This design comes from an exercise in tuning for small area, a short achievable clock period and few clock cycles per item on the open sky130 flow, not from production work. Function was checked by simulation only, so behaviour that the tests miss may differ from the original. Power figures rest on the tool's default switching activity, not on a simulated workload.

==> 05-07: inputs <==
Design slot_table_with_id_alloc_top, start of the top module:
module slot_table_with_id_alloc_top #(
    parameter int MAX_SLOTS    = stia_pkg::DEF_MAX_SLOTS,
    parameter int IDENT_BITS   = stia_pkg::DEF_IDENT_BITS,
    parameter int PAYLOAD_BITS = stia_pkg::DEF_PAYLOAD_BITS
) (
    input  logic                               aclk,
    input  logic                               aresetn,
    input  logic                               cfg_wr_en,
    input  logic [stia_pkg::CFG_W-1:0]         cfg_wr_data,
    input  logic                               s_tvalid,
    output logic                               s_tready,
    input  logic [stia_pkg::IN_TDATA_W-1:0]    s_tdata,   
    input  logic [stia_pkg::CMD_W-1:0]         s_tuser,   
    output logic                               m_tvalid,
    input  logic                               m_tready,
    output logic [stia_pkg::OUT_TDATA_W-1:0]   m_tdata,   
    output logic                               m_tuser    
);
    localparam int N     = MAX_SLOTS;
    localparam int IDX_W = $clog2(MAX_SLOTS);
    localparam int LVL   = $clog2(MAX_SLOTS);
    localparam int IW    = IDENT_BITS;
    localparam int PW    = PAYLOAD_BITS;
    localparam int CW    = stia_pkg::CFG_W;
    logic [CW-1:0] active_reg;
    logic [N-1:0]  act_mask;
    always_ff @(posedge aclk) begin
        if (!aresetn) begin
            active_reg <= stia_pkg::ACTIVE_RESET;
  ...
clock: 5.0 ns
lec_check: 0
cap_margin: 20
cell_pad_in_sites_detail_placement: 1
cell_pad_in_sites_global_placement: 1
core_margin: 2
core_utilization: 45
cts_cluster_diameter: 100
cts_cluster_size: 24
setup_slack_margin: 1.9
slew_margin: 20
run.sh (not shown) runs the stock make flow with config.mk's settings and CLKGATE_MAP_FILE= SYNTH_SCRIPT=/design/flow/synth_recipe.tcl, a recipe that flattens the netlist after the stock synthesis.
==> 02-16: changes against 05-07 <==
--- a/flow/design.v
+++ b/flow/design.v
@@ -120,44 +120,25 @@
     logic [N-1:0]  rd_sel;
     logic [PW-1:0] rd_data;
     logic          e_vld, e_add, e_rem, e_mod, e_clr;
     logic [IW-1:0] e_key;
     logic [PW-1:0] e_pay;
     logic [N-1:0]  e_cand;
-    logic [N-1:0]  first;         
-    logic [N-1:0]  lower;         
+    logic [N-1:0]  first;
     logic [N-1:0]  valid_next;
-    logic          key_eq_new;    
-    logic          key_eq_r;      
-    logic          r_add;
+    logic          key_eq_new;
     logic [N-1:0]  cand_next;
-    logic [N-1:0]  valid_n0, valid_n1, cand_n0, cand_n1;
     assign key_eq_new = (i_key == nid_reg);
-    assign key_eq_r   = (i_key == r_id);
     always_comb begin
         for (int i = 0; i < N; i++) begin
-            valid_n0[i] = e_clr ? (valid_reg[i] && !act_mask[i]) : valid_reg[i];
             if (i_add) begin
-                cand_n0[i] = act_mask[i] && !valid_n0[i];
+                cand_next[i] = act_mask[i] && !valid_next[i];
             end else begin
-                cand_n0[i] = act_mask[i] && i_srch && valid_n0[i] &&
-                             (ident_we[i] ? key_eq_r : eq[i]);
-            end
-            valid_n1[i] = valid_reg[i] ^ (e_add || e_rem);
-            if (i_add) begin
-                cand_n1[i] = act_mask[i] && !valid_n1[i];
-            end else begin
-                cand_n1[i] = act_mask[i] && i_srch && valid_n1[i] &&
-                             (e_add ? key_eq_new : (ident_we[i] ? key_eq_r : eq[i]));
-            end
-        end
-    end
-    always_comb begin
-        for (int i = 0; i < N; i++) begin
-            valid_next[i] = first[i] ? valid_n1[i] : valid_n0[i];
-            cand_next[i]  = lower[i] ? cand_n0[i] : (e_cand[i] ? cand_n1[i] : cand_n0[i]);
+                cand_next[i] = act_mask[i] && i_srch && valid_next[i] &&
+                               (ident_we[i] ? key_eq_new : eq[i]);
+            end
         end
     end
     always_ff @(posedge aclk) begin
         if (!aresetn) begin
             e_vld <= 1'b0;
             e_add <= 1'b0;
@@ -178,95 +159,95 @@
             e_pay  <= i_pay;
             e_cand <= cand_next;
         end
     end
     logic [N-1:0] pre [LVL+1];
     logic         hit;
+    logic [IDX_W-1:0] hit_idx;
     always_comb begin
         pre[0] = e_cand;
         for (int k = 0; k < LVL; k++) begin
             for (int i = 0; i < N; i++) begin
                 if (i >= (1 << k)) begin
                     pre[k+1][i] = pre[k][i] | pre[k][i - (1 << k)];
                 end else begin
                     pre[k+1][i] = pre[k][i];
                 end
             end
         end
-        lower = {pre[LVL][N-2:0], 1'b0};
-        first = e_cand & ~lower;
-        hit   = |e_cand;
+        first = e_cand & ~{pre[LVL][N-2:0], 1'b0};
+        hit   = pre[LVL][N-1];
+        hit_idx = '0;
+        for (int i = 0; i < N; i++) begin
+            if (first[i]) begin
+                hit_idx = hit_idx | IDX_W'(i);
+            end
+        end
+    end
+    assign ident_we = first & {N{run && e_add}};
+    assign data_we  = first & {N{run && (e_add || e_mod)}};
+    always_comb begin
+        if (e_clr) begin
+            valid_next = valid_reg & ~act_mask;
+        end else begin
+            valid_next = valid_reg ^ (first & {N{e_add || e_rem}});
+        end
     end
     always_ff @(posedge aclk) begin
         if (!aresetn) begin
             valid_reg <= '0;
             nid_reg   <= IW'(1);
         end else if (run) begin
             valid_reg <= valid_next;
             if (e_add && hit) begin
                 nid_reg <= nid_reg + IW'(1);
             end
         end
     end
-    logic             r_vld, r_ok, r_hit, r_pw;
+    logic             r_vld, r_ok, r_hit;
     logic [IDX_W-1:0] r_idx;
     logic [N-1:0]     r_sel;
     logic [IW-1:0]    r_id;
-    logic [PW-1:0]    r_pay;
     always_ff @(posedge aclk) begin
         if (!aresetn) begin
             r_vld <= 1'b0;
-            r_pw  <= 1'b0;
-            r_add <= 1'b0;
-        end else if (run) begin
-            r_add <= hit && e_add;
+        end else if (run) begin
             r_vld <= e_vld;
-            r_pw  <= hit && (e_add || e_mod);
         end
     end
     always_ff @(posedge aclk) begin
         if (run) begin
             r_ok  <= hit || e_clr;
             r_hit <= hit;
+            r_idx <= hit_idx;
             r_sel <= first;
             r_id  <= e_add ? nid_reg : e_key;
-            r_pay <= e_pay;
         end
     end
     assign rd_sel = r_sel;
-    assign data_we  = rd_sel & {N{run && r_pw}};
-    assign ident_we = rd_sel & {N{run && r_add}};
     stia_store #(
         .DEPTH  (N),
         .ID_W   (IW),
         .DATA_W (PW)
     ) u_store (
         .aclk     (aclk),
         .ident_we (ident_we),
-        .wr_ident (r_id),
+        .wr_ident (nid_reg),
         .data_we  (data_we),
-        .wr_data  (r_pay),
+        .wr_data  (e_pay),
         .cmp_key  (i_key),
         .eq       (eq),
         .rd_sel   (rd_sel),
         .rd_data  (rd_data)
     );
     logic [stia_pkg::IDX_OUT_W-1:0] res_idx;
     logic [stia_pkg::ID_OUT_W-1:0]  res_id;
     logic [stia_pkg::PAY_W-1:0]     res_pay;
-    always_comb begin
-        r_idx = '0;
-        for (int i = 0; i < N; i++) begin
-            if (r_sel[i]) begin
-                r_idx = r_idx | IDX_W'(i);
-            end
-        end
-    end
     assign res_idx = stia_pkg::IDX_OUT_W'(r_idx);
     assign res_id  = r_hit ? stia_pkg::ID_OUT_W'(r_id) : '0;
-    assign res_pay = r_pw ? stia_pkg::PAY_W'(r_pay) : stia_pkg::PAY_W'(rd_data);
+    assign res_pay = stia_pkg::PAY_W'(rd_data);
     logic                           o_ok;
     logic [stia_pkg::IDX_OUT_W-1:0] o_idx;
     logic [stia_pkg::ID_OUT_W-1:0]  o_id;
     logic [stia_pkg::PAY_W-1:0]     o_pay;
     always_ff @(posedge aclk) begin
         if (!aresetn) begin
==> flow/config.mk (replaced) <==
export PLATFORM = sky130hd
export DESIGN_NAME = slot_table_with_id_alloc_top
export DESIGN_NICKNAME = slot_table_with_id_alloc_top
export VERILOG_FILES = /design/flow/design.v
export SDC_FILE = /design/flow/constraint.sdc
export NUM_CORES = 4
export LEC_CHECK = 0
export CAP_MARGIN = 20
export CORE_MARGIN = 2
export CORE_UTILIZATION = 45
export CTS_CLUSTER_DIAMETER = 100
export CTS_CLUSTER_SIZE = 24
export PLACE_DENSITY = 0.5
export SETUP_SLACK_MARGIN = 1.8
export SLEW_MARGIN = 20
==> 04-23: changes against 05-07 <==
--- a/flow/design.v
+++ b/flow/design.v
@@ -120,44 +120,25 @@
     logic [N-1:0]  rd_sel;
     logic [PW-1:0] rd_data;
     logic          e_vld, e_add, e_rem, e_mod, e_clr;
     logic [IW-1:0] e_key;
     logic [PW-1:0] e_pay;
     logic [N-1:0]  e_cand;
-    logic [N-1:0]  first;         
-    logic [N-1:0]  lower;         
+    logic [N-1:0]  first;
     logic [N-1:0]  valid_next;
-    logic          key_eq_new;    
-    logic          key_eq_r;      
-    logic          r_add;
+    logic          key_eq_new;
     logic [N-1:0]  cand_next;
-    logic [N-1:0]  valid_n0, valid_n1, cand_n0, cand_n1;
     assign key_eq_new = (i_key == nid_reg);
-    assign key_eq_r   = (i_key == r_id);
     always_comb begin
         for (int i = 0; i < N; i++) begin
-            valid_n0[i] = e_clr ? (valid_reg[i] && !act_mask[i]) : valid_reg[i];
             if (i_add) begin
-                cand_n0[i] = act_mask[i] && !valid_n0[i];
+                cand_next[i] = act_mask[i] && !valid_next[i];
             end else begin
-                cand_n0[i] = act_mask[i] && i_srch && valid_n0[i] &&
-                             (ident_we[i] ? key_eq_r : eq[i]);
-            end
-            valid_n1[i] = valid_reg[i] ^ (e_add || e_rem);
-            if (i_add) begin
-                cand_n1[i] = act_mask[i] && !valid_n1[i];
-            end else begin
-                cand_n1[i] = act_mask[i] && i_srch && valid_n1[i] &&
-                             (e_add ? key_eq_new : (ident_we[i] ? key_eq_r : eq[i]));
-            end
-        end
-    end
-    always_comb begin
-        for (int i = 0; i < N; i++) begin
-            valid_next[i] = first[i] ? valid_n1[i] : valid_n0[i];
-            cand_next[i]  = lower[i] ? cand_n0[i] : (e_cand[i] ? cand_n1[i] : cand_n0[i]);
+                cand_next[i] = act_mask[i] && i_srch && valid_next[i] &&
+                               (ident_we[i] ? key_eq_new : eq[i]);
+            end
         end
     end
     always_ff @(posedge aclk) begin
         if (!aresetn) begin
             e_vld <= 1'b0;
             e_add <= 1'b0;
@@ -178,95 +159,95 @@
             e_pay  <= i_pay;
             e_cand <= cand_next;
         end
     end
     logic [N-1:0] pre [LVL+1];
     logic         hit;
+    logic [IDX_W-1:0] hit_idx;
     always_comb begin
         pre[0] = e_cand;
         for (int k = 0; k < LVL; k++) begin
             for (int i = 0; i < N; i++) begin
                 if (i >= (1 << k)) begin
                     pre[k+1][i] = pre[k][i] | pre[k][i - (1 << k)];
                 end else begin
                     pre[k+1][i] = pre[k][i];
                 end
             end
         end
-        lower = {pre[LVL][N-2:0], 1'b0};
-        first = e_cand & ~lower;
-        hit   = |e_cand;
+        first = e_cand & ~{pre[LVL][N-2:0], 1'b0};
+        hit   = pre[LVL][N-1];
+        hit_idx = '0;
+        for (int i = 0; i < N; i++) begin
+            if (first[i]) begin
+                hit_idx = hit_idx | IDX_W'(i);
+            end
+        end
+    end
+    assign ident_we = first & {N{run && e_add}};
+    assign data_we  = first & {N{run && (e_add || e_mod)}};
+    always_comb begin
+        if (e_clr) begin
+            valid_next = valid_reg & ~act_mask;
+        end else begin
+            valid_next = valid_reg ^ (first & {N{e_add || e_rem}});
+        end
     end
     always_ff @(posedge aclk) begin
         if (!aresetn) begin
             valid_reg <= '0;
             nid_reg   <= IW'(1);
         end else if (run) begin
             valid_reg <= valid_next;
             if (e_add && hit) begin
                 nid_reg <= nid_reg + IW'(1);
             end
         end
     end
-    logic             r_vld, r_ok, r_hit, r_pw;
+    logic             r_vld, r_ok, r_hit;
     logic [IDX_W-1:0] r_idx;
     logic [N-1:0]     r_sel;
     logic [IW-1:0]    r_id;
-    logic [PW-1:0]    r_pay;
     always_ff @(posedge aclk) begin
         if (!aresetn) begin
             r_vld <= 1'b0;
-            r_pw  <= 1'b0;
-            r_add <= 1'b0;
-        end else if (run) begin
-            r_add <= hit && e_add;
+        end else if (run) begin
             r_vld <= e_vld;
-            r_pw  <= hit && (e_add || e_mod);
         end
     end
     always_ff @(posedge aclk) begin
         if (run) begin
             r_ok  <= hit || e_clr;
             r_hit <= hit;
+            r_idx <= hit_idx;
             r_sel <= first;
             r_id  <= e_add ? nid_reg : e_key;
-            r_pay <= e_pay;
         end
     end
     assign rd_sel = r_sel;
-    assign data_we  = rd_sel & {N{run && r_pw}};
-    assign ident_we = rd_sel & {N{run && r_add}};
     stia_store #(
         .DEPTH  (N),
         .ID_W   (IW),
         .DATA_W (PW)
     ) u_store (
         .aclk     (aclk),
         .ident_we (ident_we),
-        .wr_ident (r_id),
+        .wr_ident (nid_reg),
         .data_we  (data_we),
-        .wr_data  (r_pay),
+        .wr_data  (e_pay),
         .cmp_key  (i_key),
         .eq       (eq),
         .rd_sel   (rd_sel),
         .rd_data  (rd_data)
     );
     logic [stia_pkg::IDX_OUT_W-1:0] res_idx;
     logic [stia_pkg::ID_OUT_W-1:0]  res_id;
     logic [stia_pkg::PAY_W-1:0]     res_pay;
-    always_comb begin
-        r_idx = '0;
-        for (int i = 0; i < N; i++) begin
-            if (r_sel[i]) begin
-                r_idx = r_idx | IDX_W'(i);
-            end
-        end
-    end
     assign res_idx = stia_pkg::IDX_OUT_W'(r_idx);
     assign res_id  = r_hit ? stia_pkg::ID_OUT_W'(r_id) : '0;
-    assign res_pay = r_pw ? stia_pkg::PAY_W'(r_pay) : stia_pkg::PAY_W'(rd_data);
+    assign res_pay = stia_pkg::PAY_W'(rd_data);
     logic                           o_ok;
     logic [stia_pkg::IDX_OUT_W-1:0] o_idx;
     logic [stia_pkg::ID_OUT_W-1:0]  o_id;
     logic [stia_pkg::PAY_W-1:0]     o_pay;
     always_ff @(posedge aclk) begin
         if (!aresetn) begin
==> flow/config.mk (replaced) <==
export PLATFORM = sky130hd
export DESIGN_NAME = slot_table_with_id_alloc_top
export DESIGN_NICKNAME = slot_table_with_id_alloc_top
export VERILOG_FILES = /design/flow/design.v
export SDC_FILE = /design/flow/constraint.sdc
export NUM_CORES = 4
export LEC_CHECK = 0
export CAP_MARGIN = 20
export CORE_MARGIN = 2
export CORE_UTILIZATION = 52
export CTS_CLUSTER_DIAMETER = 100
export CTS_CLUSTER_SIZE = 24
export PLACE_DENSITY = 0.62
export SETUP_SLACK_MARGIN = 1.9
export SLEW_MARGIN = 20
==> comparison table <==
| quantity | 05-07 | 02-16 | 04-23 |
|---|---|---|---|
| Pre-CTS WS | 554 ps | 629 ps | 338 ps |
| Fraction of final layout cells sized beyond drive strength 1 | 12.9% | 13.0% | 14.5% |
| Number of buffers other than clock buffers in the final layout | 1191 | 1126 | 1307 |
| Critical path capture point | o_pay[55] | o_pay[10] | o_pay[10] |
| Worst reg2reg path startpoint | r_sel[6] | r_sel[2] | r_sel[53] |
| Largest stage delay on the critical path | 510 ps | 800 ps | 920 ps |
| Register-to-Register Path Depth | 7 | 5 | 4 |
| Class of the tightest hold or removal check | in -> reg | in -> reg | reg -> reg |
| Minimum setup slack in the final design | 1650 ps | 1670 ps | 1610 ps |
| Post-DR wirelength/cell | 49.2 um | 50.5 um | 52.1 um |
| Synth-to-Final Area Change | 13.1% | 13.4% | 15.2% |
| Area of the die | 474000 um^2 | 465000 um^2 | 403000 um^2 |
| Fraction of synthesized cell area in xor and xnor cells | 4.44% | 4.47% | 4.47% |
| Maximum vdd ir drop | 0.359 mV | 0.341 mV | 0.247 mV |
| Number of instances in the synthesized netlist | 12.0k | 11.3k | 11.3k |
| Avg Cell Area, Syn | 17.6 um^2 | 18.3 um^2 | 18.3 um^2 |
| Setup slack of the most critical reg-to-reg path | 1650 ps | 1670 ps | 1610 ps |
| Die height | 689 um | 682 um | 635 um |
| Count of multi-input gates | 5552 | 5030 | 5031 |
| Placed standard-cell area | 228000 um^2 | 222000 um^2 | 219000 um^2 |
| Buffer count from post-CTS setup fixing | 109 | 147 | 247 |
| Number of inserted diodes | 68 | 46 | 46 |
| Iter 0 DRT Violations | 27.7k | 27.1k | 31.9k |
| Run status | timing/DRC/antenna clean | timing/DRC/antenna clean | timing/DRC/antenna clean |
| Post-detail-place hpwl | 533 mm | 473 mm | 419 mm |
| Compound-cell area share of the yosys netlist | 9.33% | 9.60% | 9.60% |
Testbench counts of 05-07, summed over its fixed seeds: cycles 8,024, items 8,000.
Testbench counts of 02-16, summed over its fixed seeds: cycles 8,024, items 8,000.
Testbench counts of 04-23, summed over its fixed seeds: cycles 8,024, items 8,000.

[separate check: timing with driven ports]
In the flow no input, the clock included, has a driving cell. The finished layouts below were timed again as built, in two steps.
Step 1 assumes that a clkbuf_16 drives the clock port and a buf_2 every other input.
Step 2 adds t to the input delays and takes it off the output delays; t is the mean of the earliest and latest rising clock arrival at the registers after step 1. Input paths then give back, and output paths get back, about the clock's delay inside the block.
Three values: ideal, step 1, step 2; two values: the first two.
run | t, ns | setup slack, ns | clock arrival spread, ns | worst data-port slew with drivers (ns)
05-07 | 1.131 | 1.654 / 1.654 / 0.830 | 0.088 / 0.088 | 0.08
02-16 | 1.112 | 1.667 / 1.667 / 0.827 | 0.091 / 0.091 | 0.16
04-23 | 1.096 | 1.605 / 1.605 / 1.043 | 0.126 / 0.126 | 0.11
After both steps setup and hold are still met in every run listed. For 02-16, which loses most, drivers alone change the setup slack by 0.000 ns; drivers and shift together by -0.840 ns.
